This design comes from an exercise in tuning for small area, a short achievable clock period and few clock cycles per item on the open sky130 flow, not from production work.
Function was not checked in any run shown here: the RTL went through the layout flow alone.
Power is estimated from default activity; no workload was simulated.

===== design/flow/standard.sh =====
#!/bin/bash
# synth_recipe.tcl (not shown) runs the flow's synth.tcl, then flattens the netlist and writes it again
# the make line also repeats each setting of config.mk as NAME=value (left out here)
make -C /OpenROAD-flow-scripts/flow DESIGN_CONFIG=/design/flow/config.mk WORK_HOME=/design/flow/orfs CLKGATE_MAP_FILE= SYNTH_SCRIPT=/design/flow/synth_recipe.tcl "${@:-finish}"

===== design/flow/constraint.sdc =====
create_clock -name core_clock -period 10.0 [get_ports {clk_i}]
set_input_delay 2.0000 -clock core_clock [delete_from_list [all_inputs] [get_ports {clk_i}]]
set_output_delay 2.0000 -clock core_clock [all_outputs]
set_load 0.01 [all_outputs]

===== design/flow/config.mk =====
export PLATFORM = sky130hd
export DESIGN_NAME = conv_pair_top
export DESIGN_NICKNAME = conv_pair_top
export VERILOG_FILES = /design/flow/design.v
export SDC_FILE = /design/flow/constraint.sdc
export NUM_CORES = 4
export LEC_CHECK = 0
export ABC_CLOCK_PERIOD_IN_PS = 4000
export CAP_MARGIN = 20
export CORE_MARGIN = 2
export CORE_UTILIZATION = 40
export SETUP_SLACK_MARGIN = 3.5
export SLEW_MARGIN = 20
export SYNTH_HIERARCHICAL = 1
export SYNTH_MINIMUM_KEEP_SIZE = 0

===== design/flow/flow/run.sh =====
#!/bin/bash
# Standard layout (the standard.sh, all ORFS steps), except that the port buffers are
# buf_2 cells instead of the delay buffers buffer_ports picks by default.
# Each tool's full output is in orfs/logs/; make's own output is in make.log.
set -euo pipefail
bash standard.sh BUFFER_PORTS_ARGS="-buffer_cell sky130_fd_sc_hd__buf_2" finish > make.log 2>&1

===== design/flow/design.v =====
`timescale 1ns/100ps
package conv_cfg_pkg;
    localparam int INPUT_HEIGHT  = 4;
    localparam int KERNEL_HEIGHT = 3;
    localparam int KERNEL_WIDTH  = 2;
    localparam int OUT_ROWS      = INPUT_HEIGHT - KERNEL_HEIGHT + 1;
    localparam int NUM_STEPS     = KERNEL_HEIGHT * KERNEL_WIDTH + 1;  
    localparam int NUM_CHANNELS  = 2;
    localparam int WORD_WIDTH = 16;
    localparam int ACC_WIDTH  = 32;
    typedef logic signed [WORD_WIDTH-1:0]     word_t;   
    typedef logic signed [ACC_WIDTH-1:0]      acc_t;    
    typedef logic [$clog2(NUM_STEPS)-1:0]     step_t;   
    localparam word_t WORD_MAX = 16'sh7fff;
    localparam logic [NUM_CHANNELS*NUM_STEPS*WORD_WIDTH-1:0] CONV_WEIGHTS = {
        -16'sd3,   
        -16'sd1,   
        16'sd2,   
        16'sd0,   
        16'sd1,   
        16'sd1,   
        -16'sd2,   
        16'sd5,   
        16'sd1,   
        16'sd0,   
        16'sd3,   
        -16'sd1,   
        16'sd2,   
        16'sd1    
    };
endpackage
`timescale 1ns/100ps
package conv_if_pkg;
    localparam int IF_INPUT_HEIGHT = 4;
    localparam int IF_KERNEL_WIDTH = 2;
    localparam int IF_OUT_ROWS     = 2;
    localparam int IF_WORD_WIDTH   = 16;
    localparam int IF_ACC_WIDTH    = 32;
    typedef struct packed {
        logic signed [IF_INPUT_HEIGHT-1:0][IF_KERNEL_WIDTH-1:0][IF_WORD_WIDTH-1:0] pixels;
    } window_t;
    typedef struct packed {
        logic signed [IF_OUT_ROWS-1:0][IF_ACC_WIDTH-1:0] sums;
    } channel_out_t;
    typedef struct packed {
        logic signed [IF_OUT_ROWS-1:0][IF_WORD_WIDTH-1:0] rows;
    } result_t;
    typedef logic [1:0] credit_cnt_t;
    localparam credit_cnt_t IN_CREDITS  = 2'd2;
    localparam credit_cnt_t OUT_CREDITS = 2'd2;
endpackage
`timescale 1ns/100ps
module conv_pair_top (
    input  logic                 clk_i,
    input  logic                 reset_i,
    input  logic                 win_valid_i,
    input  logic [127:0]         win_i,            
    output logic                 credit_o,
    input  logic                 credit_i,
    output logic                 result_valid_o,
    output logic [31:0]          result_o          
);
    logic [1:0][14:0] row_sat;
    logic [15:0] pa0, pb0, pc0, pd0;
    logic s0_1;
    logic c0_2;
    logic s0_3;
    logic c0_4;
    logic s0_5;
    logic c0_6;
    logic s0_7;
    logic c0_8;
    logic s0_9;
    logic c0_10;
    logic s0_11;
    logic c0_12;
    logic s0_13;
    logic c0_14;
    logic s0_15;
    logic c0_16;
    logic s0_17;
    logic c0_18;
    logic s0_19;
    logic c0_20;
    logic s0_21;
    logic c0_22;
    logic s0_23;
    logic c0_24;
    logic s0_25;
    logic c0_26;
    logic s0_27;
    logic c0_28;
    logic s0_29;
    logic c0_30;
    logic s0_31;
    logic c0_32;
    logic s0_33;
    logic c0_34;
    logic s0_35;
    logic c0_36;
    logic s0_37;
    logic c0_38;
    logic s0_39;
    logic c0_40;
    logic s0_41;
    logic c0_42;
    logic s0_43;
    logic c0_44;
    logic s0_45;
    logic c0_46;
    logic s0_47;
    logic c0_48;
    logic s0_49;
    logic c0_50;
    logic s0_51;
    logic c0_52;
    logic s0_53;
    logic c0_54;
    logic s0_55;
    logic c0_56;
    logic s0_57;
    logic c0_58;
    logic s0_59;
    logic c0_60;
    logic s0_61;
    logic c0_62;
    logic s0_63;
    logic c0_64;
    logic s0_65;
    logic c0_66;
    logic s0_67;
    logic c0_68;
    logic s0_69;
    logic c0_70;
    logic s0_71;
    logic c0_72;
    logic s0_73;
    logic c0_74;
    logic s0_75;
    logic c0_76;
    logic s0_77;
    logic c0_78;
    logic s0_79;
    logic c0_80;
    logic s0_81;
    logic c0_82;
    logic s0_83;
    logic c0_84;
    logic s0_85;
    logic c0_86;
    logic s0_87;
    logic c0_88;
    logic s0_89;
    logic c0_90;
    logic s0_91;
    logic c0_92;
    logic s0_93;
    logic c0_94;
    logic s0_95;
    logic c0_96;
    logic s0_97;
    logic c0_98;
    logic s0_99;
    logic c0_100;
    logic s0_101;
    logic c0_102;
    logic s0_103;
    logic c0_104;
    logic s0_105;
    logic c0_106;
    logic s0_107;
    logic c0_108;
    logic s0_109;
    logic c0_110;
    logic s0_111;
    logic c0_112;
    logic s0_113;
    logic c0_114;
    logic s0_115;
    logic c0_116;
    logic s0_117;
    logic c0_118;
    logic s0_119;
    logic c0_120;
    logic s0_121;
    logic c0_122;
    logic s0_123;
    logic c0_124;
    logic s0_125;
    logic c0_126;
    logic s0_127;
    logic c0_128;
    logic s0_129;
    logic c0_130;
    logic s0_131;
    logic c0_132;
    logic s0_133;
    logic c0_134;
    logic s0_135;
    logic c0_136;
    logic s0_137;
    logic c0_138;
    logic s0_139;
    logic c0_140;
    logic s0_141;
    logic c0_142;
    logic s0_143;
    logic c0_144;
    logic s0_145;
    logic c0_146;
    logic s0_147;
    logic c0_148;
    logic s0_149;
    logic c0_150;
    logic s0_151;
    logic c0_152;
    logic s0_153;
    logic c0_154;
    logic s0_155;
    logic c0_156;
    logic s0_157;
    logic c0_158;
    logic s0_159;
    logic c0_160;
    logic s0_161;
    logic c0_162;
    logic s0_163;
    logic c0_164;
    logic [19:0] x0, y0, sum0;
    logic [19:0] g0, p0, gg0;
    logic G0_165;
    logic P0_166;
    logic G0_167;
    logic P0_168;
    logic G0_169;
    logic P0_170;
    logic G0_171;
    logic P0_172;
    logic G0_173;
    logic P0_174;
    logic G0_175;
    logic P0_176;
    logic G0_177;
    logic P0_178;
    logic G0_179;
    logic P0_180;
    logic G0_181;
    logic P0_182;
    logic G0_183;
    logic P0_184;
    logic G0_185;
    logic P0_186;
    logic G0_187;
    logic P0_188;
    logic G0_189;
    logic P0_190;
    logic G0_191;
    logic P0_192;
    logic G0_193;
    logic P0_194;
    logic G0_195;
    logic P0_196;
    logic G0_197;
    logic P0_198;
    logic G0_199;
    logic P0_200;
    logic G0_201;
    logic P0_202;
    logic G0_203;
    logic P0_204;
    logic G0_205;
    logic P0_206;
    logic G0_207;
    logic P0_208;
    logic G0_209;
    logic P0_210;
    logic G0_211;
    logic P0_212;
    logic G0_213;
    logic P0_214;
    logic G0_215;
    logic P0_216;
    logic G0_217;
    logic P0_218;
    logic G0_219;
    logic P0_220;
    logic G0_221;
    logic P0_222;
    logic G0_223;
    logic P0_224;
    logic G0_225;
    logic P0_226;
    logic G0_227;
    logic P0_228;
    logic G0_229;
    logic P0_230;
    logic [15:0] pa1, pb1, pc1, pd1;
    logic s1_231;
    logic c1_232;
    logic s1_233;
    logic c1_234;
    logic s1_235;
    logic c1_236;
    logic s1_237;
    logic c1_238;
    logic s1_239;
    logic c1_240;
    logic s1_241;
    logic c1_242;
    logic s1_243;
    logic c1_244;
    logic s1_245;
    logic c1_246;
    logic s1_247;
    logic c1_248;
    logic s1_249;
    logic c1_250;
    logic s1_251;
    logic c1_252;
    logic s1_253;
    logic c1_254;
    logic s1_255;
    logic c1_256;
    logic s1_257;
    logic c1_258;
    logic s1_259;
    logic c1_260;
    logic s1_261;
    logic c1_262;
    logic s1_263;
    logic c1_264;
    logic s1_265;
    logic c1_266;
    logic s1_267;
    logic c1_268;
    logic s1_269;
    logic c1_270;
    logic s1_271;
    logic c1_272;
    logic s1_273;
    logic c1_274;
    logic s1_275;
    logic c1_276;
    logic s1_277;
    logic c1_278;
    logic s1_279;
    logic c1_280;
    logic s1_281;
    logic c1_282;
    logic s1_283;
    logic c1_284;
    logic s1_285;
    logic c1_286;
    logic s1_287;
    logic c1_288;
    logic s1_289;
    logic c1_290;
    logic s1_291;
    logic c1_292;
    logic s1_293;
    logic c1_294;
    logic s1_295;
    logic c1_296;
    logic s1_297;
    logic c1_298;
    logic s1_299;
    logic c1_300;
    logic s1_301;
    logic c1_302;
    logic s1_303;
    logic c1_304;
    logic s1_305;
    logic c1_306;
    logic s1_307;
    logic c1_308;
    logic s1_309;
    logic c1_310;
    logic s1_311;
    logic c1_312;
    logic s1_313;
    logic c1_314;
    logic s1_315;
    logic c1_316;
    logic s1_317;
    logic c1_318;
    logic s1_319;
    logic c1_320;
    logic s1_321;
    logic c1_322;
    logic s1_323;
    logic c1_324;
    logic s1_325;
    logic c1_326;
    logic s1_327;
    logic c1_328;
    logic s1_329;
    logic c1_330;
    logic s1_331;
    logic c1_332;
    logic s1_333;
    logic c1_334;
    logic s1_335;
    logic c1_336;
    logic s1_337;
    logic c1_338;
    logic s1_339;
    logic c1_340;
    logic s1_341;
    logic c1_342;
    logic s1_343;
    logic c1_344;
    logic s1_345;
    logic c1_346;
    logic s1_347;
    logic c1_348;
    logic s1_349;
    logic c1_350;
    logic s1_351;
    logic c1_352;
    logic s1_353;
    logic c1_354;
    logic s1_355;
    logic c1_356;
    logic s1_357;
    logic c1_358;
    logic s1_359;
    logic c1_360;
    logic s1_361;
    logic c1_362;
    logic s1_363;
    logic c1_364;
    logic s1_365;
    logic c1_366;
    logic s1_367;
    logic c1_368;
    logic s1_369;
    logic c1_370;
    logic s1_371;
    logic c1_372;
    logic s1_373;
    logic c1_374;
    logic s1_375;
    logic c1_376;
    logic s1_377;
    logic c1_378;
    logic s1_379;
    logic c1_380;
    logic s1_381;
    logic c1_382;
    logic s1_383;
    logic c1_384;
    logic s1_385;
    logic c1_386;
    logic s1_387;
    logic c1_388;
    logic s1_389;
    logic c1_390;
    logic s1_391;
    logic c1_392;
    logic s1_393;
    logic c1_394;
    logic [19:0] x1, y1, sum1;
    logic [19:0] g1, p1, gg1;
    logic G1_395;
    logic P1_396;
    logic G1_397;
    logic P1_398;
    logic G1_399;
    logic P1_400;
    logic G1_401;
    logic P1_402;
    logic G1_403;
    logic P1_404;
    logic G1_405;
    logic P1_406;
    logic G1_407;
    logic P1_408;
    logic G1_409;
    logic P1_410;
    logic G1_411;
    logic P1_412;
    logic G1_413;
    logic P1_414;
    logic G1_415;
    logic P1_416;
    logic G1_417;
    logic P1_418;
    logic G1_419;
    logic P1_420;
    logic G1_421;
    logic P1_422;
    logic G1_423;
    logic P1_424;
    logic G1_425;
    logic P1_426;
    logic G1_427;
    logic P1_428;
    logic G1_429;
    logic P1_430;
    logic G1_431;
    logic P1_432;
    logic G1_433;
    logic P1_434;
    logic G1_435;
    logic P1_436;
    logic G1_437;
    logic P1_438;
    logic G1_439;
    logic P1_440;
    logic G1_441;
    logic P1_442;
    logic G1_443;
    logic P1_444;
    logic G1_445;
    logic P1_446;
    logic G1_447;
    logic P1_448;
    logic G1_449;
    logic P1_450;
    logic G1_451;
    logic P1_452;
    logic G1_453;
    logic P1_454;
    logic G1_455;
    logic P1_456;
    logic G1_457;
    logic P1_458;
    logic G1_459;
    logic P1_460;
    assign pa0 = win_i[0 +: 16];       
    assign pb0 = win_i[16 +: 16];     
    assign pc0 = win_i[48 +: 16];     
    assign pd0 = win_i[64 +: 16];     
    conv_ha i_s0_1 (.a(~pa0[1]), .b(pb0[1]), .s(s0_1), .co(c0_2));
    conv_ha i_s0_3 (.a(~pa0[2]), .b(pb0[2]), .s(s0_3), .co(c0_4));
    conv_ha i_s0_5 (.a(~pa0[3]), .b(pb0[3]), .s(s0_5), .co(c0_6));
    conv_ha i_s0_7 (.a(~pa0[4]), .b(pb0[4]), .s(s0_7), .co(c0_8));
    conv_ha i_s0_9 (.a(~pa0[5]), .b(pb0[5]), .s(s0_9), .co(c0_10));
    conv_ha i_s0_11 (.a(~pa0[6]), .b(pb0[6]), .s(s0_11), .co(c0_12));
    conv_ha i_s0_13 (.a(~pa0[7]), .b(pb0[7]), .s(s0_13), .co(c0_14));
    conv_ha i_s0_15 (.a(~pa0[8]), .b(pb0[8]), .s(s0_15), .co(c0_16));
    conv_ha i_s0_17 (.a(~pa0[9]), .b(pb0[9]), .s(s0_17), .co(c0_18));
    conv_ha i_s0_19 (.a(~pa0[10]), .b(pb0[10]), .s(s0_19), .co(c0_20));
    conv_ha i_s0_21 (.a(~pa0[11]), .b(pb0[11]), .s(s0_21), .co(c0_22));
    conv_ha i_s0_23 (.a(~pa0[12]), .b(pb0[12]), .s(s0_23), .co(c0_24));
    conv_ha i_s0_25 (.a(~pa0[13]), .b(pb0[13]), .s(s0_25), .co(c0_26));
    conv_ha i_s0_27 (.a(~pa0[14]), .b(pb0[14]), .s(s0_27), .co(c0_28));
    conv_fa i_s0_29 (.a(pa0[15]), .b(~pb0[15]), .c(pb0[14]), .s(s0_29), .co(c0_30));
    conv_fa i_s0_31 (.a(s0_1), .b(pb0[0]), .c(pc0[1]), .s(s0_31), .co(c0_32));
    conv_fa i_s0_33 (.a(s0_3), .b(pb0[1]), .c(pc0[2]), .s(s0_33), .co(c0_34));
    conv_ha i_s0_35 (.a(pc0[1]), .b(pd0[1]), .s(s0_35), .co(c0_36));
    conv_fa i_s0_37 (.a(s0_5), .b(pb0[2]), .c(pc0[3]), .s(s0_37), .co(c0_38));
    conv_fa i_s0_39 (.a(pc0[2]), .b(pd0[2]), .c(c0_4), .s(s0_39), .co(c0_40));
    conv_fa i_s0_41 (.a(s0_7), .b(pb0[3]), .c(pc0[4]), .s(s0_41), .co(c0_42));
    conv_fa i_s0_43 (.a(pc0[3]), .b(pd0[3]), .c(c0_6), .s(s0_43), .co(c0_44));
    conv_fa i_s0_45 (.a(s0_9), .b(pb0[4]), .c(pc0[5]), .s(s0_45), .co(c0_46));
    conv_fa i_s0_47 (.a(pc0[4]), .b(pd0[4]), .c(c0_8), .s(s0_47), .co(c0_48));
    conv_fa i_s0_49 (.a(s0_11), .b(pb0[5]), .c(pc0[6]), .s(s0_49), .co(c0_50));
    conv_fa i_s0_51 (.a(pc0[5]), .b(pd0[5]), .c(c0_10), .s(s0_51), .co(c0_52));
    conv_fa i_s0_53 (.a(s0_13), .b(pb0[6]), .c(pc0[7]), .s(s0_53), .co(c0_54));
    conv_fa i_s0_55 (.a(pc0[6]), .b(pd0[6]), .c(c0_12), .s(s0_55), .co(c0_56));
    conv_fa i_s0_57 (.a(s0_15), .b(pb0[7]), .c(pc0[8]), .s(s0_57), .co(c0_58));
    conv_fa i_s0_59 (.a(pc0[7]), .b(pd0[7]), .c(c0_14), .s(s0_59), .co(c0_60));
    conv_fa i_s0_61 (.a(s0_17), .b(pb0[8]), .c(pc0[9]), .s(s0_61), .co(c0_62));
    conv_fa i_s0_63 (.a(pc0[8]), .b(pd0[8]), .c(c0_16), .s(s0_63), .co(c0_64));
    conv_fa i_s0_65 (.a(s0_19), .b(pb0[9]), .c(pc0[10]), .s(s0_65), .co(c0_66));
    conv_fa i_s0_67 (.a(pc0[9]), .b(pd0[9]), .c(c0_18), .s(s0_67), .co(c0_68));
    conv_fa i_s0_69 (.a(s0_21), .b(pb0[10]), .c(pc0[11]), .s(s0_69), .co(c0_70));
    conv_fa i_s0_71 (.a(pc0[10]), .b(pd0[10]), .c(c0_20), .s(s0_71), .co(c0_72));
    conv_fa i_s0_73 (.a(s0_23), .b(pb0[11]), .c(pc0[12]), .s(s0_73), .co(c0_74));
    conv_fa i_s0_75 (.a(pc0[11]), .b(pd0[11]), .c(c0_22), .s(s0_75), .co(c0_76));
    conv_fa i_s0_77 (.a(s0_25), .b(pb0[12]), .c(pc0[13]), .s(s0_77), .co(c0_78));
    conv_fa i_s0_79 (.a(pc0[12]), .b(pd0[12]), .c(c0_24), .s(s0_79), .co(c0_80));
    conv_fa i_s0_81 (.a(s0_27), .b(pb0[13]), .c(pc0[14]), .s(s0_81), .co(c0_82));
    conv_fa i_s0_83 (.a(pc0[13]), .b(pd0[13]), .c(c0_26), .s(s0_83), .co(c0_84));
    conv_fa i_s0_85 (.a(s0_29), .b(~pc0[15]), .c(pc0[14]), .s(s0_85), .co(c0_86));
    conv_fa i_s0_87 (.a(pd0[14]), .b(1'b1), .c(c0_28), .s(s0_87), .co(c0_88));
    conv_fa i_s0_89 (.a(~pb0[15]), .b(~pc0[15]), .c(~pd0[15]), .s(s0_89), .co(c0_90));
    conv_ha i_s0_91 (.a(1'b1), .b(c0_30), .s(s0_91), .co(c0_92));
    conv_ha i_s0_93 (.a(~pa0[0]), .b(pb0[0]), .s(s0_93), .co(c0_94));
    conv_fa i_s0_95 (.a(s0_31), .b(pc0[0]), .c(pd0[0]), .s(s0_95), .co(c0_96));
    conv_fa i_s0_97 (.a(s0_33), .b(s0_35), .c(c0_2), .s(s0_97), .co(c0_98));
    conv_fa i_s0_99 (.a(s0_37), .b(s0_39), .c(c0_34), .s(s0_99), .co(c0_100));
    conv_fa i_s0_101 (.a(s0_41), .b(s0_43), .c(c0_38), .s(s0_101), .co(c0_102));
    conv_fa i_s0_103 (.a(s0_45), .b(s0_47), .c(c0_42), .s(s0_103), .co(c0_104));
    conv_fa i_s0_105 (.a(s0_49), .b(s0_51), .c(c0_46), .s(s0_105), .co(c0_106));
    conv_fa i_s0_107 (.a(s0_53), .b(s0_55), .c(c0_50), .s(s0_107), .co(c0_108));
    conv_fa i_s0_109 (.a(s0_57), .b(s0_59), .c(c0_54), .s(s0_109), .co(c0_110));
    conv_fa i_s0_111 (.a(s0_61), .b(s0_63), .c(c0_58), .s(s0_111), .co(c0_112));
    conv_fa i_s0_113 (.a(s0_65), .b(s0_67), .c(c0_62), .s(s0_113), .co(c0_114));
    conv_fa i_s0_115 (.a(s0_69), .b(s0_71), .c(c0_66), .s(s0_115), .co(c0_116));
    conv_fa i_s0_117 (.a(s0_73), .b(s0_75), .c(c0_70), .s(s0_117), .co(c0_118));
    conv_fa i_s0_119 (.a(s0_77), .b(s0_79), .c(c0_74), .s(s0_119), .co(c0_120));
    conv_fa i_s0_121 (.a(s0_81), .b(s0_83), .c(c0_78), .s(s0_121), .co(c0_122));
    conv_fa i_s0_123 (.a(s0_85), .b(s0_87), .c(c0_82), .s(s0_123), .co(c0_124));
    conv_fa i_s0_125 (.a(s0_89), .b(s0_91), .c(c0_86), .s(s0_125), .co(c0_126));
    conv_ha i_s0_127 (.a(1'b1), .b(c0_90), .s(s0_127), .co(c0_128));
    conv_ha i_s0_129 (.a(s0_93), .b(pc0[0]), .s(s0_129), .co(c0_130));
    conv_fa i_s0_131 (.a(s0_95), .b(1'b1), .c(c0_94), .s(s0_131), .co(c0_132));
    conv_fa i_s0_133 (.a(s0_97), .b(c0_32), .c(c0_96), .s(s0_133), .co(c0_134));
    conv_fa i_s0_135 (.a(s0_99), .b(c0_36), .c(c0_98), .s(s0_135), .co(c0_136));
    conv_fa i_s0_137 (.a(s0_101), .b(c0_40), .c(c0_100), .s(s0_137), .co(c0_138));
    conv_fa i_s0_139 (.a(s0_103), .b(c0_44), .c(c0_102), .s(s0_139), .co(c0_140));
    conv_fa i_s0_141 (.a(s0_105), .b(c0_48), .c(c0_104), .s(s0_141), .co(c0_142));
    conv_fa i_s0_143 (.a(s0_107), .b(c0_52), .c(c0_106), .s(s0_143), .co(c0_144));
    conv_fa i_s0_145 (.a(s0_109), .b(c0_56), .c(c0_108), .s(s0_145), .co(c0_146));
    conv_fa i_s0_147 (.a(s0_111), .b(c0_60), .c(c0_110), .s(s0_147), .co(c0_148));
    conv_fa i_s0_149 (.a(s0_113), .b(c0_64), .c(c0_112), .s(s0_149), .co(c0_150));
    conv_fa i_s0_151 (.a(s0_115), .b(c0_68), .c(c0_114), .s(s0_151), .co(c0_152));
    conv_fa i_s0_153 (.a(s0_117), .b(c0_72), .c(c0_116), .s(s0_153), .co(c0_154));
    conv_fa i_s0_155 (.a(s0_119), .b(c0_76), .c(c0_118), .s(s0_155), .co(c0_156));
    conv_fa i_s0_157 (.a(s0_121), .b(c0_80), .c(c0_120), .s(s0_157), .co(c0_158));
    conv_fa i_s0_159 (.a(s0_123), .b(c0_84), .c(c0_122), .s(s0_159), .co(c0_160));
    conv_fa i_s0_161 (.a(s0_125), .b(c0_88), .c(c0_124), .s(s0_161), .co(c0_162));
    conv_fa i_s0_163 (.a(s0_127), .b(c0_92), .c(c0_126), .s(s0_163), .co(c0_164));
    assign x0[0] = s0_129;
    assign y0[0] = 1'b1;
    assign x0[1] = s0_131;
    assign y0[1] = c0_130;
    assign x0[2] = s0_133;
    assign y0[2] = c0_132;
    assign x0[3] = s0_135;
    assign y0[3] = c0_134;
    assign x0[4] = s0_137;
    assign y0[4] = c0_136;
    assign x0[5] = s0_139;
    assign y0[5] = c0_138;
    assign x0[6] = s0_141;
    assign y0[6] = c0_140;
    assign x0[7] = s0_143;
    assign y0[7] = c0_142;
    assign x0[8] = s0_145;
    assign y0[8] = c0_144;
    assign x0[9] = s0_147;
    assign y0[9] = c0_146;
    assign x0[10] = s0_149;
    assign y0[10] = c0_148;
    assign x0[11] = s0_151;
    assign y0[11] = c0_150;
    assign x0[12] = s0_153;
    assign y0[12] = c0_152;
    assign x0[13] = s0_155;
    assign y0[13] = c0_154;
    assign x0[14] = s0_157;
    assign y0[14] = c0_156;
    assign x0[15] = s0_159;
    assign y0[15] = c0_158;
    assign x0[16] = s0_161;
    assign y0[16] = c0_160;
    assign x0[17] = s0_163;
    assign y0[17] = c0_162;
    assign x0[18] = c0_128;
    assign y0[18] = c0_164;
    assign x0[19] = 1'b1;
    assign y0[19] = 1'b0;
    assign g0 = x0 & y0;
    assign p0 = x0 ^ y0;
    assign G0_165 = g0[1] | (p0[1] & g0[0]);
    assign P0_166 = p0[1] & p0[0];
    assign G0_167 = g0[3] | (p0[3] & g0[2]);
    assign P0_168 = p0[3] & p0[2];
    assign G0_169 = g0[5] | (p0[5] & g0[4]);
    assign P0_170 = p0[5] & p0[4];
    assign G0_171 = g0[7] | (p0[7] & g0[6]);
    assign P0_172 = p0[7] & p0[6];
    assign G0_173 = g0[9] | (p0[9] & g0[8]);
    assign P0_174 = p0[9] & p0[8];
    assign G0_175 = g0[11] | (p0[11] & g0[10]);
    assign P0_176 = p0[11] & p0[10];
    assign G0_177 = g0[13] | (p0[13] & g0[12]);
    assign P0_178 = p0[13] & p0[12];
    assign G0_179 = g0[15] | (p0[15] & g0[14]);
    assign P0_180 = p0[15] & p0[14];
    assign G0_181 = g0[17] | (p0[17] & g0[16]);
    assign P0_182 = p0[17] & p0[16];
    assign G0_183 = g0[19] | (p0[19] & g0[18]);
    assign P0_184 = p0[19] & p0[18];
    assign G0_185 = G0_167 | (P0_168 & G0_165);
    assign P0_186 = P0_168 & P0_166;
    assign G0_187 = G0_171 | (P0_172 & G0_169);
    assign P0_188 = P0_172 & P0_170;
    assign G0_189 = G0_175 | (P0_176 & G0_173);
    assign P0_190 = P0_176 & P0_174;
    assign G0_191 = G0_179 | (P0_180 & G0_177);
    assign P0_192 = P0_180 & P0_178;
    assign G0_193 = G0_183 | (P0_184 & G0_181);
    assign P0_194 = P0_184 & P0_182;
    assign G0_195 = G0_187 | (P0_188 & G0_185);
    assign P0_196 = P0_188 & P0_186;
    assign G0_197 = G0_191 | (P0_192 & G0_189);
    assign P0_198 = P0_192 & P0_190;
    assign G0_199 = G0_197 | (P0_198 & G0_195);
    assign P0_200 = P0_198 & P0_196;
    assign G0_201 = G0_189 | (P0_190 & G0_195);
    assign P0_202 = P0_190 & P0_196;
    assign G0_203 = G0_193 | (P0_194 & G0_199);
    assign P0_204 = P0_194 & P0_200;
    assign G0_205 = G0_169 | (P0_170 & G0_185);
    assign P0_206 = P0_170 & P0_186;
    assign G0_207 = G0_173 | (P0_174 & G0_195);
    assign P0_208 = P0_174 & P0_196;
    assign G0_209 = G0_177 | (P0_178 & G0_201);
    assign P0_210 = P0_178 & P0_202;
    assign G0_211 = G0_181 | (P0_182 & G0_199);
    assign P0_212 = P0_182 & P0_200;
    assign G0_213 = g0[2] | (p0[2] & G0_165);
    assign P0_214 = p0[2] & P0_166;
    assign G0_215 = g0[4] | (p0[4] & G0_185);
    assign P0_216 = p0[4] & P0_186;
    assign G0_217 = g0[6] | (p0[6] & G0_205);
    assign P0_218 = p0[6] & P0_206;
    assign G0_219 = g0[8] | (p0[8] & G0_195);
    assign P0_220 = p0[8] & P0_196;
    assign G0_221 = g0[10] | (p0[10] & G0_207);
    assign P0_222 = p0[10] & P0_208;
    assign G0_223 = g0[12] | (p0[12] & G0_201);
    assign P0_224 = p0[12] & P0_202;
    assign G0_225 = g0[14] | (p0[14] & G0_209);
    assign P0_226 = p0[14] & P0_210;
    assign G0_227 = g0[16] | (p0[16] & G0_199);
    assign P0_228 = p0[16] & P0_200;
    assign G0_229 = g0[18] | (p0[18] & G0_211);
    assign P0_230 = p0[18] & P0_212;
    assign gg0[0] = g0[0];
    assign gg0[1] = G0_165;
    assign gg0[2] = G0_213;
    assign gg0[3] = G0_185;
    assign gg0[4] = G0_215;
    assign gg0[5] = G0_205;
    assign gg0[6] = G0_217;
    assign gg0[7] = G0_195;
    assign gg0[8] = G0_219;
    assign gg0[9] = G0_207;
    assign gg0[10] = G0_221;
    assign gg0[11] = G0_201;
    assign gg0[12] = G0_223;
    assign gg0[13] = G0_209;
    assign gg0[14] = G0_225;
    assign gg0[15] = G0_199;
    assign gg0[16] = G0_227;
    assign gg0[17] = G0_211;
    assign gg0[18] = G0_229;
    assign gg0[19] = G0_203;
    assign sum0 = p0 ^ {gg0[18:0], 1'b0};
    assign row_sat[0] = sum0[19] ? 15'd0 : (|sum0[18:15]) ? 15'h7fff : sum0[14:0];
    assign pa1 = win_i[32 +: 16];       
    assign pb1 = win_i[48 +: 16];     
    assign pc1 = win_i[80 +: 16];     
    assign pd1 = win_i[96 +: 16];     
    conv_ha i_s1_231 (.a(~pa1[1]), .b(pb1[1]), .s(s1_231), .co(c1_232));
    conv_ha i_s1_233 (.a(~pa1[2]), .b(pb1[2]), .s(s1_233), .co(c1_234));
    conv_ha i_s1_235 (.a(~pa1[3]), .b(pb1[3]), .s(s1_235), .co(c1_236));
    conv_ha i_s1_237 (.a(~pa1[4]), .b(pb1[4]), .s(s1_237), .co(c1_238));
    conv_ha i_s1_239 (.a(~pa1[5]), .b(pb1[5]), .s(s1_239), .co(c1_240));
    conv_ha i_s1_241 (.a(~pa1[6]), .b(pb1[6]), .s(s1_241), .co(c1_242));
    conv_ha i_s1_243 (.a(~pa1[7]), .b(pb1[7]), .s(s1_243), .co(c1_244));
    conv_ha i_s1_245 (.a(~pa1[8]), .b(pb1[8]), .s(s1_245), .co(c1_246));
    conv_ha i_s1_247 (.a(~pa1[9]), .b(pb1[9]), .s(s1_247), .co(c1_248));
    conv_ha i_s1_249 (.a(~pa1[10]), .b(pb1[10]), .s(s1_249), .co(c1_250));
    conv_ha i_s1_251 (.a(~pa1[11]), .b(pb1[11]), .s(s1_251), .co(c1_252));
    conv_ha i_s1_253 (.a(~pa1[12]), .b(pb1[12]), .s(s1_253), .co(c1_254));
    conv_ha i_s1_255 (.a(~pa1[13]), .b(pb1[13]), .s(s1_255), .co(c1_256));
    conv_ha i_s1_257 (.a(~pa1[14]), .b(pb1[14]), .s(s1_257), .co(c1_258));
    conv_fa i_s1_259 (.a(pa1[15]), .b(~pb1[15]), .c(pb1[14]), .s(s1_259), .co(c1_260));
    conv_fa i_s1_261 (.a(s1_231), .b(pb1[0]), .c(pc1[1]), .s(s1_261), .co(c1_262));
    conv_fa i_s1_263 (.a(s1_233), .b(pb1[1]), .c(pc1[2]), .s(s1_263), .co(c1_264));
    conv_ha i_s1_265 (.a(pc1[1]), .b(pd1[1]), .s(s1_265), .co(c1_266));
    conv_fa i_s1_267 (.a(s1_235), .b(pb1[2]), .c(pc1[3]), .s(s1_267), .co(c1_268));
    conv_fa i_s1_269 (.a(pc1[2]), .b(pd1[2]), .c(c1_234), .s(s1_269), .co(c1_270));
    conv_fa i_s1_271 (.a(s1_237), .b(pb1[3]), .c(pc1[4]), .s(s1_271), .co(c1_272));
    conv_fa i_s1_273 (.a(pc1[3]), .b(pd1[3]), .c(c1_236), .s(s1_273), .co(c1_274));
    conv_fa i_s1_275 (.a(s1_239), .b(pb1[4]), .c(pc1[5]), .s(s1_275), .co(c1_276));
    conv_fa i_s1_277 (.a(pc1[4]), .b(pd1[4]), .c(c1_238), .s(s1_277), .co(c1_278));
    conv_fa i_s1_279 (.a(s1_241), .b(pb1[5]), .c(pc1[6]), .s(s1_279), .co(c1_280));
    conv_fa i_s1_281 (.a(pc1[5]), .b(pd1[5]), .c(c1_240), .s(s1_281), .co(c1_282));
    conv_fa i_s1_283 (.a(s1_243), .b(pb1[6]), .c(pc1[7]), .s(s1_283), .co(c1_284));
    conv_fa i_s1_285 (.a(pc1[6]), .b(pd1[6]), .c(c1_242), .s(s1_285), .co(c1_286));
    conv_fa i_s1_287 (.a(s1_245), .b(pb1[7]), .c(pc1[8]), .s(s1_287), .co(c1_288));
    conv_fa i_s1_289 (.a(pc1[7]), .b(pd1[7]), .c(c1_244), .s(s1_289), .co(c1_290));
    conv_fa i_s1_291 (.a(s1_247), .b(pb1[8]), .c(pc1[9]), .s(s1_291), .co(c1_292));
    conv_fa i_s1_293 (.a(pc1[8]), .b(pd1[8]), .c(c1_246), .s(s1_293), .co(c1_294));
    conv_fa i_s1_295 (.a(s1_249), .b(pb1[9]), .c(pc1[10]), .s(s1_295), .co(c1_296));
    conv_fa i_s1_297 (.a(pc1[9]), .b(pd1[9]), .c(c1_248), .s(s1_297), .co(c1_298));
    conv_fa i_s1_299 (.a(s1_251), .b(pb1[10]), .c(pc1[11]), .s(s1_299), .co(c1_300));
    conv_fa i_s1_301 (.a(pc1[10]), .b(pd1[10]), .c(c1_250), .s(s1_301), .co(c1_302));
    conv_fa i_s1_303 (.a(s1_253), .b(pb1[11]), .c(pc1[12]), .s(s1_303), .co(c1_304));
    conv_fa i_s1_305 (.a(pc1[11]), .b(pd1[11]), .c(c1_252), .s(s1_305), .co(c1_306));
    conv_fa i_s1_307 (.a(s1_255), .b(pb1[12]), .c(pc1[13]), .s(s1_307), .co(c1_308));
    conv_fa i_s1_309 (.a(pc1[12]), .b(pd1[12]), .c(c1_254), .s(s1_309), .co(c1_310));
    conv_fa i_s1_311 (.a(s1_257), .b(pb1[13]), .c(pc1[14]), .s(s1_311), .co(c1_312));
    conv_fa i_s1_313 (.a(pc1[13]), .b(pd1[13]), .c(c1_256), .s(s1_313), .co(c1_314));
    conv_fa i_s1_315 (.a(s1_259), .b(~pc1[15]), .c(pc1[14]), .s(s1_315), .co(c1_316));
    conv_fa i_s1_317 (.a(pd1[14]), .b(1'b1), .c(c1_258), .s(s1_317), .co(c1_318));
    conv_fa i_s1_319 (.a(~pb1[15]), .b(~pc1[15]), .c(~pd1[15]), .s(s1_319), .co(c1_320));
    conv_ha i_s1_321 (.a(1'b1), .b(c1_260), .s(s1_321), .co(c1_322));
    conv_ha i_s1_323 (.a(~pa1[0]), .b(pb1[0]), .s(s1_323), .co(c1_324));
    conv_fa i_s1_325 (.a(s1_261), .b(pc1[0]), .c(pd1[0]), .s(s1_325), .co(c1_326));
    conv_fa i_s1_327 (.a(s1_263), .b(s1_265), .c(c1_232), .s(s1_327), .co(c1_328));
    conv_fa i_s1_329 (.a(s1_267), .b(s1_269), .c(c1_264), .s(s1_329), .co(c1_330));
    conv_fa i_s1_331 (.a(s1_271), .b(s1_273), .c(c1_268), .s(s1_331), .co(c1_332));
    conv_fa i_s1_333 (.a(s1_275), .b(s1_277), .c(c1_272), .s(s1_333), .co(c1_334));
    conv_fa i_s1_335 (.a(s1_279), .b(s1_281), .c(c1_276), .s(s1_335), .co(c1_336));
    conv_fa i_s1_337 (.a(s1_283), .b(s1_285), .c(c1_280), .s(s1_337), .co(c1_338));
    conv_fa i_s1_339 (.a(s1_287), .b(s1_289), .c(c1_284), .s(s1_339), .co(c1_340));
    conv_fa i_s1_341 (.a(s1_291), .b(s1_293), .c(c1_288), .s(s1_341), .co(c1_342));
    conv_fa i_s1_343 (.a(s1_295), .b(s1_297), .c(c1_292), .s(s1_343), .co(c1_344));
    conv_fa i_s1_345 (.a(s1_299), .b(s1_301), .c(c1_296), .s(s1_345), .co(c1_346));
    conv_fa i_s1_347 (.a(s1_303), .b(s1_305), .c(c1_300), .s(s1_347), .co(c1_348));
    conv_fa i_s1_349 (.a(s1_307), .b(s1_309), .c(c1_304), .s(s1_349), .co(c1_350));
    conv_fa i_s1_351 (.a(s1_311), .b(s1_313), .c(c1_308), .s(s1_351), .co(c1_352));
    conv_fa i_s1_353 (.a(s1_315), .b(s1_317), .c(c1_312), .s(s1_353), .co(c1_354));
    conv_fa i_s1_355 (.a(s1_319), .b(s1_321), .c(c1_316), .s(s1_355), .co(c1_356));
    conv_ha i_s1_357 (.a(1'b1), .b(c1_320), .s(s1_357), .co(c1_358));
    conv_ha i_s1_359 (.a(s1_323), .b(pc1[0]), .s(s1_359), .co(c1_360));
    conv_fa i_s1_361 (.a(s1_325), .b(1'b1), .c(c1_324), .s(s1_361), .co(c1_362));
    conv_fa i_s1_363 (.a(s1_327), .b(c1_262), .c(c1_326), .s(s1_363), .co(c1_364));
    conv_fa i_s1_365 (.a(s1_329), .b(c1_266), .c(c1_328), .s(s1_365), .co(c1_366));
    conv_fa i_s1_367 (.a(s1_331), .b(c1_270), .c(c1_330), .s(s1_367), .co(c1_368));
    conv_fa i_s1_369 (.a(s1_333), .b(c1_274), .c(c1_332), .s(s1_369), .co(c1_370));
    conv_fa i_s1_371 (.a(s1_335), .b(c1_278), .c(c1_334), .s(s1_371), .co(c1_372));
    conv_fa i_s1_373 (.a(s1_337), .b(c1_282), .c(c1_336), .s(s1_373), .co(c1_374));
    conv_fa i_s1_375 (.a(s1_339), .b(c1_286), .c(c1_338), .s(s1_375), .co(c1_376));
    conv_fa i_s1_377 (.a(s1_341), .b(c1_290), .c(c1_340), .s(s1_377), .co(c1_378));
    conv_fa i_s1_379 (.a(s1_343), .b(c1_294), .c(c1_342), .s(s1_379), .co(c1_380));
    conv_fa i_s1_381 (.a(s1_345), .b(c1_298), .c(c1_344), .s(s1_381), .co(c1_382));
    conv_fa i_s1_383 (.a(s1_347), .b(c1_302), .c(c1_346), .s(s1_383), .co(c1_384));
    conv_fa i_s1_385 (.a(s1_349), .b(c1_306), .c(c1_348), .s(s1_385), .co(c1_386));
    conv_fa i_s1_387 (.a(s1_351), .b(c1_310), .c(c1_350), .s(s1_387), .co(c1_388));
    conv_fa i_s1_389 (.a(s1_353), .b(c1_314), .c(c1_352), .s(s1_389), .co(c1_390));
    conv_fa i_s1_391 (.a(s1_355), .b(c1_318), .c(c1_354), .s(s1_391), .co(c1_392));
    conv_fa i_s1_393 (.a(s1_357), .b(c1_322), .c(c1_356), .s(s1_393), .co(c1_394));
    assign x1[0] = s1_359;
    assign y1[0] = 1'b1;
    assign x1[1] = s1_361;
    assign y1[1] = c1_360;
    assign x1[2] = s1_363;
    assign y1[2] = c1_362;
    assign x1[3] = s1_365;
    assign y1[3] = c1_364;
    assign x1[4] = s1_367;
    assign y1[4] = c1_366;
    assign x1[5] = s1_369;
    assign y1[5] = c1_368;
    assign x1[6] = s1_371;
    assign y1[6] = c1_370;
    assign x1[7] = s1_373;
    assign y1[7] = c1_372;
    assign x1[8] = s1_375;
    assign y1[8] = c1_374;
    assign x1[9] = s1_377;
    assign y1[9] = c1_376;
    assign x1[10] = s1_379;
    assign y1[10] = c1_378;
    assign x1[11] = s1_381;
    assign y1[11] = c1_380;
    assign x1[12] = s1_383;
    assign y1[12] = c1_382;
    assign x1[13] = s1_385;
    assign y1[13] = c1_384;
    assign x1[14] = s1_387;
    assign y1[14] = c1_386;
    assign x1[15] = s1_389;
    assign y1[15] = c1_388;
    assign x1[16] = s1_391;
    assign y1[16] = c1_390;
    assign x1[17] = s1_393;
    assign y1[17] = c1_392;
    assign x1[18] = c1_358;
    assign y1[18] = c1_394;
    assign x1[19] = 1'b1;
    assign y1[19] = 1'b0;
    assign g1 = x1 & y1;
    assign p1 = x1 ^ y1;
    assign G1_395 = g1[1] | (p1[1] & g1[0]);
    assign P1_396 = p1[1] & p1[0];
    assign G1_397 = g1[3] | (p1[3] & g1[2]);
    assign P1_398 = p1[3] & p1[2];
    assign G1_399 = g1[5] | (p1[5] & g1[4]);
    assign P1_400 = p1[5] & p1[4];
    assign G1_401 = g1[7] | (p1[7] & g1[6]);
    assign P1_402 = p1[7] & p1[6];
    assign G1_403 = g1[9] | (p1[9] & g1[8]);
    assign P1_404 = p1[9] & p1[8];
    assign G1_405 = g1[11] | (p1[11] & g1[10]);
    assign P1_406 = p1[11] & p1[10];
    assign G1_407 = g1[13] | (p1[13] & g1[12]);
    assign P1_408 = p1[13] & p1[12];
    assign G1_409 = g1[15] | (p1[15] & g1[14]);
    assign P1_410 = p1[15] & p1[14];
    assign G1_411 = g1[17] | (p1[17] & g1[16]);
    assign P1_412 = p1[17] & p1[16];
    assign G1_413 = g1[19] | (p1[19] & g1[18]);
    assign P1_414 = p1[19] & p1[18];
    assign G1_415 = G1_397 | (P1_398 & G1_395);
    assign P1_416 = P1_398 & P1_396;
    assign G1_417 = G1_401 | (P1_402 & G1_399);
    assign P1_418 = P1_402 & P1_400;
    assign G1_419 = G1_405 | (P1_406 & G1_403);
    assign P1_420 = P1_406 & P1_404;
    assign G1_421 = G1_409 | (P1_410 & G1_407);
    assign P1_422 = P1_410 & P1_408;
    assign G1_423 = G1_413 | (P1_414 & G1_411);
    assign P1_424 = P1_414 & P1_412;
    assign G1_425 = G1_417 | (P1_418 & G1_415);
    assign P1_426 = P1_418 & P1_416;
    assign G1_427 = G1_421 | (P1_422 & G1_419);
    assign P1_428 = P1_422 & P1_420;
    assign G1_429 = G1_427 | (P1_428 & G1_425);
    assign P1_430 = P1_428 & P1_426;
    assign G1_431 = G1_419 | (P1_420 & G1_425);
    assign P1_432 = P1_420 & P1_426;
    assign G1_433 = G1_423 | (P1_424 & G1_429);
    assign P1_434 = P1_424 & P1_430;
    assign G1_435 = G1_399 | (P1_400 & G1_415);
    assign P1_436 = P1_400 & P1_416;
    assign G1_437 = G1_403 | (P1_404 & G1_425);
    assign P1_438 = P1_404 & P1_426;
    assign G1_439 = G1_407 | (P1_408 & G1_431);
    assign P1_440 = P1_408 & P1_432;
    assign G1_441 = G1_411 | (P1_412 & G1_429);
    assign P1_442 = P1_412 & P1_430;
    assign G1_443 = g1[2] | (p1[2] & G1_395);
    assign P1_444 = p1[2] & P1_396;
    assign G1_445 = g1[4] | (p1[4] & G1_415);
    assign P1_446 = p1[4] & P1_416;
    assign G1_447 = g1[6] | (p1[6] & G1_435);
    assign P1_448 = p1[6] & P1_436;
    assign G1_449 = g1[8] | (p1[8] & G1_425);
    assign P1_450 = p1[8] & P1_426;
    assign G1_451 = g1[10] | (p1[10] & G1_437);
    assign P1_452 = p1[10] & P1_438;
    assign G1_453 = g1[12] | (p1[12] & G1_431);
    assign P1_454 = p1[12] & P1_432;
    assign G1_455 = g1[14] | (p1[14] & G1_439);
    assign P1_456 = p1[14] & P1_440;
    assign G1_457 = g1[16] | (p1[16] & G1_429);
    assign P1_458 = p1[16] & P1_430;
    assign G1_459 = g1[18] | (p1[18] & G1_441);
    assign P1_460 = p1[18] & P1_442;
    assign gg1[0] = g1[0];
    assign gg1[1] = G1_395;
    assign gg1[2] = G1_443;
    assign gg1[3] = G1_415;
    assign gg1[4] = G1_445;
    assign gg1[5] = G1_435;
    assign gg1[6] = G1_447;
    assign gg1[7] = G1_425;
    assign gg1[8] = G1_449;
    assign gg1[9] = G1_437;
    assign gg1[10] = G1_451;
    assign gg1[11] = G1_431;
    assign gg1[12] = G1_453;
    assign gg1[13] = G1_439;
    assign gg1[14] = G1_455;
    assign gg1[15] = G1_429;
    assign gg1[16] = G1_457;
    assign gg1[17] = G1_441;
    assign gg1[18] = G1_459;
    assign gg1[19] = G1_433;
    assign sum1 = p1 ^ {gg1[18:0], 1'b0};
    assign row_sat[1] = sum1[19] ? 15'd0 : (|sum1[18:15]) ? 15'h7fff : sum1[14:0];
    logic [1:0][29:0] entry;
    logic [1:0]       entry_valid;
    logic             wr_ptr;
    logic             rd_ptr;
    logic [1:0]       out_credits;
    logic             send;
    logic [29:0]      head;
    assign send           = entry_valid[rd_ptr] && (out_credits != 2'd0);
    assign result_valid_o = send;
    assign credit_o       = send;
    assign head           = entry[rd_ptr];
    assign result_o       = {1'b0, head[29:15], 1'b0, head[14:0]};
    always_ff @(posedge clk_i) begin
        if (reset_i) begin
            entry_valid <= 2'b00;
            wr_ptr      <= 1'b0;
            rd_ptr      <= 1'b0;
            out_credits <= 2'd2;
        end else begin
            if (win_valid_i) begin
                entry_valid[wr_ptr] <= 1'b1;
                wr_ptr              <= !wr_ptr;
            end
            if (send) begin
                entry_valid[rd_ptr] <= 1'b0;
                rd_ptr              <= !rd_ptr;
            end
            case ({send, credit_i})
                2'b10:   out_credits <= out_credits - 1'b1;
                2'b01:   out_credits <= out_credits + 1'b1;
                default: out_credits <= out_credits;
            endcase
        end
    end
    always_ff @(posedge clk_i) begin
        if (win_valid_i) begin
            entry[wr_ptr] <= row_sat;
        end
    end
endmodule
module conv_fa (
    input  logic a,
    input  logic b,
    input  logic c,
    output logic s,
    output logic co
);
    assign s  = a ^ b ^ c;
    assign co = (a & b) | (a & c) | (b & c);
endmodule
module conv_ha (
    input  logic a,
    input  logic b,
    output logic s,
    output logic co
);
    assign s  = a ^ b;
    assign co = a & b;
endmodule

==> implementation parameters, run 1 <==
Parameter                              Value

STA
  Max Clk Rate    157 MHz
  Period Utilization, post-route    63.6%
  Min Tclk post-route    6.36 ns
  Min setup slack post-route    3.64 ns
  Unrepaired setup endpoints after global routing    true
  Setup_tns    0 ns
  Pin slew with the least headroom to its limit    0.884 ns
  Normalized max-slew margin    40.8%
  Setup skew after layout    0.00282 ns
  Number of hold violations in the final report    0
  Final setup viols    0
  Final number of max-transition violations    0

Synth
  Number of flops mapped to enable cells by yosys    60
  Total of flip-flops plus latches after synthesis    66
  Average instance area after synthesis    13.9 um2
  Most used DFF post-synth    edfxtp_1
  Count of yosys warnings during synthesis    7
  Ranking of synthesized cells by area    fa_1, edfxtp_1, ha_1
  Combined area of all synthesized cells    0.00745 mm2
  Library cells used by synthesis    47
  Cell taking the most area after synthesis    fa_1
  Area share of the leading cell type in the synthesized netlist    39.2%
  Ys async rst share    0%
  Count of mapped cells out of synthesis    537
  Share of synthesized area occupied by flip-flops and latches    25.8%

Cells and area
  Area growth, synth to finish    24.6%
  Flip-flop and latch area    0.00192 mm2
  # nets final    1060
  Total area of multi-input combinational cells    0.00552 mm2
  Post-layout instance count excluding filler cells    950
  Layout filler cell count    1613
  Share of cells above drive strength 1    38.1%

Critical path
  Number of cells on the worst reg-to-reg path    2
  Slowest cell delay on critical path    0.55 ns
  Dominant cell type by count on the critical path    fa_1
  Crit end category    flop
  Critical path launch point type    primary input
  Maximum net fanout on the critical path    8
  Worst path arrival time    6.45 ns
  Required arrival time at the worst endpoint    10.09 ns
  Reg-to-reg critical path startpoint    wr_ptr$_SDFFE_PP0P_
  Cells along the critical path    buf_12 > ha_4 > fa_1 > fa_1 > fa_1 > inv_2 > fa_2 > nand2b_4 > a21oi_4 > o2111ai_4 > o21ai_4 > a31oi_4 > fa_2 > xnor2_2 > nor4b_4 > buf_4 > buf_12 > a21boi_4 > and2_1
  Critical-path cell with the highest stage delay    fa_1
  Category of the critical setup timing path    in -> reg
  R2R Setup Slk    8.15 ns

Power and ir drop
  Switching Power    1.17 mW
  Part of the total power dissipated in sequential elements    16.0%
  Portion of total power attributed to the clock network    10.9%
  Design internal power    1.61 mW
  Maximum resistive drop on vdd    118 uV
  Power Dens Cells    300 mW/mm2
  Overall power    2.78 mW
  Static leakage power    4.07 nW
  Combinational cell fraction of total power    73.1%
  Sw frac    42.2%

Die
  Placeable core region    0.0181 mm2
  Width of the die    140 um
  Initial core utilization    41.0%
  Vert. Die Dim    140 um
  Std cell rows    49
  Area enclosed by the die boundary    0.0197 mm2
  Number of top-level pins    166

Placement
  GP Congestion    0.824
  Cell count after placement    913
  HPWL after detailed placement    13000 um
  Buffers on Ports    147
  Worst setup slack before clock tree synthesis    2.51 ns

Global routing
  Global router's overall resource usage    16.6%
  Wire length of the first global-routing pass    25800 um
  Via count of the first global-routing pass    5409
  Pin count of the biggest net entering global routing    31
  Residual overflow from global routing    0
  Initial antenna violation count    2

Hold path
  Number of cells on the worst hold path    2
  Classification of the worst-slack hold path    reg -> reg
  Hold path endpoint    rd_ptr$_SDFFE_PP0P_
  Critical hold path startpoint    entry_valid[0]$_SDFF_PP0_

Clock network
  Max clock buf depth    2
  Num CTS Buffers    9
  TritonCTS clock tree    yes
  Clock tree sinks    66
  Clock H-tree levels    3
  Number of hold buffers added after CTS    0
  Clock-pin slew on the worst setup and hold paths    0.05 ns
  Worst skew pair latency    0.33 ns
  Root buffer selected by CTS    clkbuf_16

Detailed routing
  DRT Wirelength    15300 um
  Post-route ant nets    0
  Routed WL per cell    16.1 um
  Number of remaining DRC errors    0
  Met3 wirelength from detailed routing    865 um
  Highest metal used    met4
  Met2 wire length    7790 um
  Starting DRC count in detailed routing    122
  Total number of vias    4590
  Vias per std cell    4.83
  First-pass iteration count of the detailed router    4
  Post-route met1 wirelength    6480 um

Outcome
  Status  no timing/DRC/antenna violations

Run
  Number of max-capacitance violations reported    0
## power by group through the flow
stage / logic (mW) / clock network (mW) / registers [mW]
6_report: 2.03 / 0.302 / 0.446
3_3_place_gp: 1.62 / 0 / 0.448
5_1_grt: 2.30 / 0.320 / 0.453
3_5_place_dp: 1.67 / 0 / 0.452
2_1_floorplan: 1.31 / 0 / 0.444
4_1_cts: 1.85 / 0.310 / 0.447
## how the worst max path moves through the flow
stage                     startpoint  endpoint  depth (start not counted)
after CTS                  win_i[59]      flop                         16
after detailed placement   win_i[17]      flop                         16
after global placement      win_i[1]      flop                         17
after global routing       win_i[63]      flop                         15
final                      win_i[49]      flop                         19
after floorplan            win_i[33]      flop                         17
## layout make-up
cell class,count,share of cell area [%]
flip-flops and latches,66,20.7
multi-input cells,394,59.5
diodes,5,0.135
well taps,229,3.09
clock buffers,10,2.47
inverters,74,3.06
repair buffers,166,10.4
clock inverters,6,0.620
## routing by layer
layer / vias up / track usage, %
met5: - / 0
met4: 0 / 3.58
met3: 13 / 3.28
met2: 127 / 29.6
met1: 2291 / 21.1
li1: 2159 / -
## cells in the mapped netlist, types with 3 or more instances
| cell | count |
|---|---|
| a21boi_0 | 17 |
| a21boi_2 | 13 |
| a21o_1 | 4 |
| a21oi_1 | 13 |
| and2_1 | 4 |
| buf_2 | 3 |
| buf_4 | 3 |
| clkbuf_1 | 3 |
| dfxtp_1 | 6 |
| edfxtp_1 | 60 |
| fa_1 | 146 |
| ha_1 | 71 |
| inv_1 | 74 |
| mux2_2 | 30 |
| nand2_1 | 11 |
| nand2b_1 | 8 |
| nor2_1 | 8 |
| o211ai_1 | 3 |
| o21ai_0 | 5 |
| xnor2_1 | 9 |
| xor2_1 | 10 |
## cells in the final DEF, fill, tap and decap left out, types with 5 or more instances in the layout
cell,n
fa_1,138
mux2_2,30
clkbuf_16,9
xnor2_1,7
fa_2,8
a21boi_1,7
conb_1,10
a21oi_2,7
inv_1,69
a21boi_0,10
buf_2,142
ha_4,9
ha_1,61
dfxtp_1,6
edfxtp_1,60
buf_6,6
a21boi_2,10
nor2_1,7
nand2b_1,6
nand2_1,11
diode_2,5
o21ai_0,5
buf_4,14
xor2_1,10
## critical path, delay by kind of cell
kind                     cells  cell delay [ns]
AO/OA/AOI/OAI                5             0.74
XOR/XNOR                     1             0.16
adder cells (fa/ha/maj)      6             2.50
buffers and inverters        4             0.45
AND/OR/NAND/NOR              3             0.57
## cells by family after synthesis
kind of cell / after synthesis / synth area share [%]
AND/OR/NAND/NOR: 42 / 3.34
other: 2 / 0.101
buffers and inverters: 85 / 4.69
XOR/XNOR: 19 / 2.23
adder cells (fa/ha/maj): 217 / 51.2
multiplexers: 30 / 4.54
flip-flops: 66 / 25.8
AO/OA/AOI/OAI: 76 / 8.13
## Yosys stat by module (local to each module, per instance)
module | area, um2 | flip-flops and latches | copies in the design | cells inside
conv_pair_top | 4450 | 66 | 1 | 373
conv_fa | 20.0 | 0 | 126 | 1
conv_ha | 12.5 | 0 | 38 | 1
## through the flow
| stage | area (um2) | hold slack (ns) | utilization, % |
|---|---|---|---|
| floorplan | 7510 | 0.461 | - |
| global placement | 8480 | 0.476 | 46.7 |
| detailed placement | 8480 | 0.488 | 46.7 |
| CTS | 8960 | 0.501 | 49.4 |
| global route | 9270 | 0.533 | 51.1 |
| finish | 9280 | 0.497 | 51.1 |
## repair_timing
action | in CTS | in global routing
setup buffers | 9 | 5
pin swaps | 16 | 57
endpoints found under the setup margin | 60 | 60
cloned | 1 | 1
resized for setup | 10 | 58
==> run 2: changes to the inputs <==
--- a/design/flow/design.v
+++ b/design/flow/design.v
@@ -61,5 +61,7 @@
     output logic [31:0]          result_o          
 );
-    logic [1:0][14:0] row_sat;
+    logic [1:0][16:0] row_raw;     
+    logic [127:0]     win_d;       
+    logic             win_valid_d;
     logic [15:0] pa0, pb0, pc0, pd0;
     logic s0_1;
@@ -528,8 +530,10 @@
     logic G1_459;
     logic P1_460;
-    assign pa0 = win_i[0 +: 16];       
-    assign pb0 = win_i[16 +: 16];     
-    assign pc0 = win_i[48 +: 16];     
-    assign pd0 = win_i[64 +: 16];     
+    assign win_d       = win_i;
+    assign win_valid_d = win_valid_i;
+    assign pa0 = win_d[0 +: 16];       
+    assign pb0 = win_d[16 +: 16];     
+    assign pc0 = win_d[48 +: 16];     
+    assign pd0 = win_d[64 +: 16];     
     conv_ha i_s0_1 (.a(~pa0[1]), .b(pb0[1]), .s(s0_1), .co(c0_2));
     conv_ha i_s0_3 (.a(~pa0[2]), .b(pb0[2]), .s(s0_3), .co(c0_4));
@@ -575,7 +579,9 @@
     conv_fa i_s0_83 (.a(pc0[13]), .b(pd0[13]), .c(c0_26), .s(s0_83), .co(c0_84));
     conv_fa i_s0_85 (.a(s0_29), .b(~pc0[15]), .c(pc0[14]), .s(s0_85), .co(c0_86));
-    conv_fa i_s0_87 (.a(pd0[14]), .b(1'b1), .c(c0_28), .s(s0_87), .co(c0_88));
+    assign s0_87 = ~(pd0[14] ^ c0_28);
+    assign c0_88 = pd0[14] | c0_28;
     conv_fa i_s0_89 (.a(~pb0[15]), .b(~pc0[15]), .c(~pd0[15]), .s(s0_89), .co(c0_90));
-    conv_ha i_s0_91 (.a(1'b1), .b(c0_30), .s(s0_91), .co(c0_92));
+    assign s0_91 = ~c0_30;
+    assign c0_92 = c0_30;
     conv_ha i_s0_93 (.a(~pa0[0]), .b(pb0[0]), .s(s0_93), .co(c0_94));
     conv_fa i_s0_95 (.a(s0_31), .b(pc0[0]), .c(pd0[0]), .s(s0_95), .co(c0_96));
@@ -595,7 +601,9 @@
     conv_fa i_s0_123 (.a(s0_85), .b(s0_87), .c(c0_82), .s(s0_123), .co(c0_124));
     conv_fa i_s0_125 (.a(s0_89), .b(s0_91), .c(c0_86), .s(s0_125), .co(c0_126));
-    conv_ha i_s0_127 (.a(1'b1), .b(c0_90), .s(s0_127), .co(c0_128));
+    assign s0_127 = ~c0_90;
+    assign c0_128 = c0_90;
     conv_ha i_s0_129 (.a(s0_93), .b(pc0[0]), .s(s0_129), .co(c0_130));
-    conv_fa i_s0_131 (.a(s0_95), .b(1'b1), .c(c0_94), .s(s0_131), .co(c0_132));
+    assign s0_131 = ~(s0_95 ^ c0_94);
+    assign c0_132 = s0_95 | c0_94;
     conv_fa i_s0_133 (.a(s0_97), .b(c0_32), .c(c0_96), .s(s0_133), .co(c0_134));
     conv_fa i_s0_135 (.a(s0_99), .b(c0_36), .c(c0_98), .s(s0_135), .co(c0_136));
@@ -743,9 +751,9 @@
     assign gg0[19] = G0_203;
     assign sum0 = p0 ^ {gg0[18:0], 1'b0};
-    assign row_sat[0] = sum0[19] ? 15'd0 : (|sum0[18:15]) ? 15'h7fff : sum0[14:0];
-    assign pa1 = win_i[32 +: 16];       
-    assign pb1 = win_i[48 +: 16];     
-    assign pc1 = win_i[80 +: 16];     
-    assign pd1 = win_i[96 +: 16];     
+    assign row_raw[0] = {sum0[19], |sum0[18:15], sum0[14:0]};   
+    assign pa1 = win_d[32 +: 16];       
+    assign pb1 = win_d[48 +: 16];     
+    assign pc1 = win_d[80 +: 16];     
+    assign pd1 = win_d[96 +: 16];     
     conv_ha i_s1_231 (.a(~pa1[1]), .b(pb1[1]), .s(s1_231), .co(c1_232));
     conv_ha i_s1_233 (.a(~pa1[2]), .b(pb1[2]), .s(s1_233), .co(c1_234));
@@ -791,7 +799,9 @@
     conv_fa i_s1_313 (.a(pc1[13]), .b(pd1[13]), .c(c1_256), .s(s1_313), .co(c1_314));
     conv_fa i_s1_315 (.a(s1_259), .b(~pc1[15]), .c(pc1[14]), .s(s1_315), .co(c1_316));
-    conv_fa i_s1_317 (.a(pd1[14]), .b(1'b1), .c(c1_258), .s(s1_317), .co(c1_318));
+    assign s1_317 = ~(pd1[14] ^ c1_258);
+    assign c1_318 = pd1[14] | c1_258;
     conv_fa i_s1_319 (.a(~pb1[15]), .b(~pc1[15]), .c(~pd1[15]), .s(s1_319), .co(c1_320));
-    conv_ha i_s1_321 (.a(1'b1), .b(c1_260), .s(s1_321), .co(c1_322));
+    assign s1_321 = ~c1_260;
+    assign c1_322 = c1_260;
     conv_ha i_s1_323 (.a(~pa1[0]), .b(pb1[0]), .s(s1_323), .co(c1_324));
     conv_fa i_s1_325 (.a(s1_261), .b(pc1[0]), .c(pd1[0]), .s(s1_325), .co(c1_326));
@@ -811,7 +821,9 @@
     conv_fa i_s1_353 (.a(s1_315), .b(s1_317), .c(c1_312), .s(s1_353), .co(c1_354));
     conv_fa i_s1_355 (.a(s1_319), .b(s1_321), .c(c1_316), .s(s1_355), .co(c1_356));
-    conv_ha i_s1_357 (.a(1'b1), .b(c1_320), .s(s1_357), .co(c1_358));
+    assign s1_357 = ~c1_320;
+    assign c1_358 = c1_320;
     conv_ha i_s1_359 (.a(s1_323), .b(pc1[0]), .s(s1_359), .co(c1_360));
-    conv_fa i_s1_361 (.a(s1_325), .b(1'b1), .c(c1_324), .s(s1_361), .co(c1_362));
+    assign s1_361 = ~(s1_325 ^ c1_324);
+    assign c1_362 = s1_325 | c1_324;
     conv_fa i_s1_363 (.a(s1_327), .b(c1_262), .c(c1_326), .s(s1_363), .co(c1_364));
     conv_fa i_s1_365 (.a(s1_329), .b(c1_266), .c(c1_328), .s(s1_365), .co(c1_366));
@@ -959,6 +971,6 @@
     assign gg1[19] = G1_433;
     assign sum1 = p1 ^ {gg1[18:0], 1'b0};
-    assign row_sat[1] = sum1[19] ? 15'd0 : (|sum1[18:15]) ? 15'h7fff : sum1[14:0];
-    logic [1:0][29:0] entry;
+    assign row_raw[1] = {sum1[19], |sum1[18:15], sum1[14:0]};   
+    logic [1:0][33:0] entry;
     logic [1:0]       entry_valid;
     logic             wr_ptr;
@@ -966,10 +978,14 @@
     logic [1:0]       out_credits;
     logic             send;
-    logic [29:0]      head;
+    logic [33:0]      head;
+    logic [1:0][14:0] head_sat;
     assign send           = entry_valid[rd_ptr] && (out_credits != 2'd0);
     assign result_valid_o = send;
     assign credit_o       = send;
     assign head           = entry[rd_ptr];
-    assign result_o       = {1'b0, head[29:15], 1'b0, head[14:0]};
+    for (genvar r = 0; r < 2; r++) begin : g_sat
+        assign head_sat[r] = head[17 * r + 16] ? 15'd0 : head[17 * r + 15] ? 15'h7fff : head[17 * r +: 15];
+    end
+    assign result_o       = {1'b0, head_sat[1], 1'b0, head_sat[0]};
     always_ff @(posedge clk_i) begin
         if (reset_i) begin
@@ -979,5 +995,5 @@
             out_credits <= 2'd2;
         end else begin
-            if (win_valid_i) begin
+            if (win_valid_d) begin
                 entry_valid[wr_ptr] <= 1'b1;
                 wr_ptr              <= !wr_ptr;
@@ -995,6 +1011,6 @@
     end
     always_ff @(posedge clk_i) begin
-        if (win_valid_i) begin
-            entry[wr_ptr] <= row_sat;
+        if (win_valid_d) begin
+            entry[wr_ptr] <= row_raw;
         end
     end
--- a/design/flow/config.mk
+++ b/design/flow/config.mk
@@ -6,5 +6,4 @@
 export NUM_CORES = 4
 export LEC_CHECK = 0
-export ABC_CLOCK_PERIOD_IN_PS = 4000
 export CAP_MARGIN = 20
 export CORE_MARGIN = 2
==> run 2 against run 1 <==
  * Still clean on timing, DRC and antenna
  * Fmax up 0.68%
  * Global-route usage down 0.41 points
  * Clock-buffer cell count down 1
  * Via count up 7.5%
  * Core utilization down 3.2 points
  * Sequential power up 22%
  * Critical path depth down 6
  * Hold slack better by 0.013 ns
  * Die area up 5.6%
  * Final cell count up 9.3%
==> implementation parameters, run 2 <==
Parameter                              Value

Critical path
  Slowest cell delay on critical path    0.54 ns (about the same)
  Worst path arrival time    6.40 ns (-0.05 ns)
  Critical path launch point type    primary input
  Required arrival time at the worst endpoint    10.09 ns (about the same)

Clock network
  Root buffer selected by CTS    clkbuf_16
  TritonCTS clock tree    yes
  Clock H-tree levels    3 (unchanged)
  Max clock buf depth    2 (unchanged)
  Worst skew pair latency    0.33 ns (about the same)

Die
  Area enclosed by the die boundary    0.0208 mm2 (+5.6%)
  Initial core utilization    40.6% (-0.44 points)
  Vert. Die Dim    144 um (+2.8%)
  Width of the die    144 um (+2.8%)

STA
  Min Tclk post-route    6.32 ns (-0.0431 ns)
  Min setup slack post-route    3.68 ns (+0.0431 ns)
  Number of hold violations in the final report    0 (unchanged)

Power and ir drop
  Portion of total power attributed to the clock network    13.4% (+2.5 points)
  Combinational cell fraction of total power    67.0% (-6.1 points)
  Maximum resistive drop on vdd    117 uV (-1.0%)
  Design internal power    1.60 mW (-0.33%)

Run
  Number of max-capacitance violations reported    0 (unchanged)

Placement
  GP Congestion    0.781 (-5.2%)
  DP Area    0.00890 mm2 (+4.9%)
  Cell count after placement    1020 (+12%)

Synth
  Ys async rst share    0% (unchanged)
  Most common cell in the synthesized netlist    fa_1
  Library cells used by synthesis    44 (-6.4%)
  Cell taking the most area after synthesis    fa_1
  Number of flops mapped to enable cells by yosys    68 (+13%)

Detailed routing
  DRT Wirelength    15800 um (+3.0%)
  Routed WL per cell    15.2 um (-5.8%)

Outcome
  Status  no timing/DRC/antenna violations

Hold path
  Classification of the worst-slack hold path    reg -> reg

Cells and area
  Commonest cells after routing, fill and taps aside    buf_2, fa_1, inv_1
==> run 2: cell count changes after synthesis, moves of 8 or more <==
| cell | change |
|---|---|
| a21boi_2 | -13 |
| and2_1 | +20 |
| nor2b_1 | +32 |
| mux2i_1 | +32 |
| mux2_2 | -28 |
| a21oi_1 | +28 |
| edfxtp_1 | +8 |
| a21boi_0 | -17 |
| nor2_1 | +16 |
==> run 2: kinds of logic after synthesis <==
family	synth area share, %
buffers and inverters	4.81
XOR/XNOR	2.11
adder cells (fa/ha/maj)	47.4
AO/OA/AOI/OAI	7.02
multiplexers	4.35
AND/OR/NAND/NOR	6.83
flip-flops	27.5
other	0.0476
==> run 2: per-stage QoR <==
| step | hold WS [ns] | utilization (%) |
|---|---|---|
| 6_report | 0.510 | 47.9 |
| 5_1_grt | 0.533 | 47.9 |
| 4_1_cts | 0.509 | 47.7 |
| 3_5_place_dp | 0.502 | 45.9 |
| 3_3_place_gp | 0.488 | 45.9 |
| 2_1_floorplan | 0.465 | - |
==> run 2: per-layer routing <==
metal  wire length (um)  vias to the layer above  track usage [%]  share of wire, %
li1                   -                     2368                -                 -
met1               6700                     2428             19.6                43
met2               8160                      118             29.9                52
met3                588                       20             2.38               3.7
met4                315                        0             4.75               2.0
met5                  0                        -                0                 0
==> run 2: cell type report <==
cell class	count	area [um2]	share of cell area, %
clock buffer	9	225	2.42
timing repair buffer	152	773	8.31
sequential	74	2170	23.3
inverter	78	297	3.19
clock inverter	7	124	1.33
tap	265	332	3.56
multi-input combinational	453	5380	57.9
==> run 2: Yosys stat by module, one instance, submodules excluded <==
module	copies in the design	cells	flip-flops and latches	area [um2]
conv_pair_top	1	466	74	5010
conv_fa	122	1	0	20.0
conv_ha	34	1	0	12.5
==> run 2: worst paths after layout <==
kind                             start  slack (ns)  cells after the start                          end
max reg2reg        rd_ptr$_SDFFE_PP0P_        7.61                      7  out_credits[1]$_SDFFE_PP1P_
max                          win_i[52]        3.68                     13                         flop
min          entry_valid[0]$_SDFF_PP0_        0.51                      2    entry_valid[0]$_SDFF_PP0_
min reg2reg  entry_valid[0]$_SDFF_PP0_        0.51                      2    entry_valid[0]$_SDFF_PP0_
==> run 2: worst max-delay path: cells and delay by family <==
| kind | cells | cell delay (ns) |
|---|---|---|
| AO/OA/AOI/OAI | 4 | 0.87 |
| adder cells (fa/ha/maj) | 6 | 2.67 |
| buffers and inverters | 1 | 0.15 |
| AND/OR/NAND/NOR | 2 | 0.70 |
==> run 2: power by group through the flow <==
| stage | Combinational, mW | Sequential (mW) | Clock, mW |
|---|---|---|---|
| 3_3_place_gp | 1.80 | 0.544 | 0 |
| 4_1_cts | 1.87 | 0.544 | 0.379 |
| 3_5_place_dp | 1.86 | 0.550 | 0 |
| 6_report | 1.85 | 0.542 | 0.372 |
| 5_1_grt | 2.13 | 0.553 | 0.389 |
| 2_1_floorplan | 1.34 | 0.534 | 0 |
==> run 2: what timing repair did <==
action / in CTS / in global routing
pin swaps: 0 / 4
resized for setup: 3 / 6
setup buffers: 0 / 2
endpoints found under the setup margin: 1 / 2

Check on run 2: ideal ports give 3.683 ns setup slack; a clkbuf_16 on the clock port and buf_2 on the inputs give 3.696 ns; moving port delays by the midpoint clock arrival (0.361 ns) as well gives 3.334 ns.
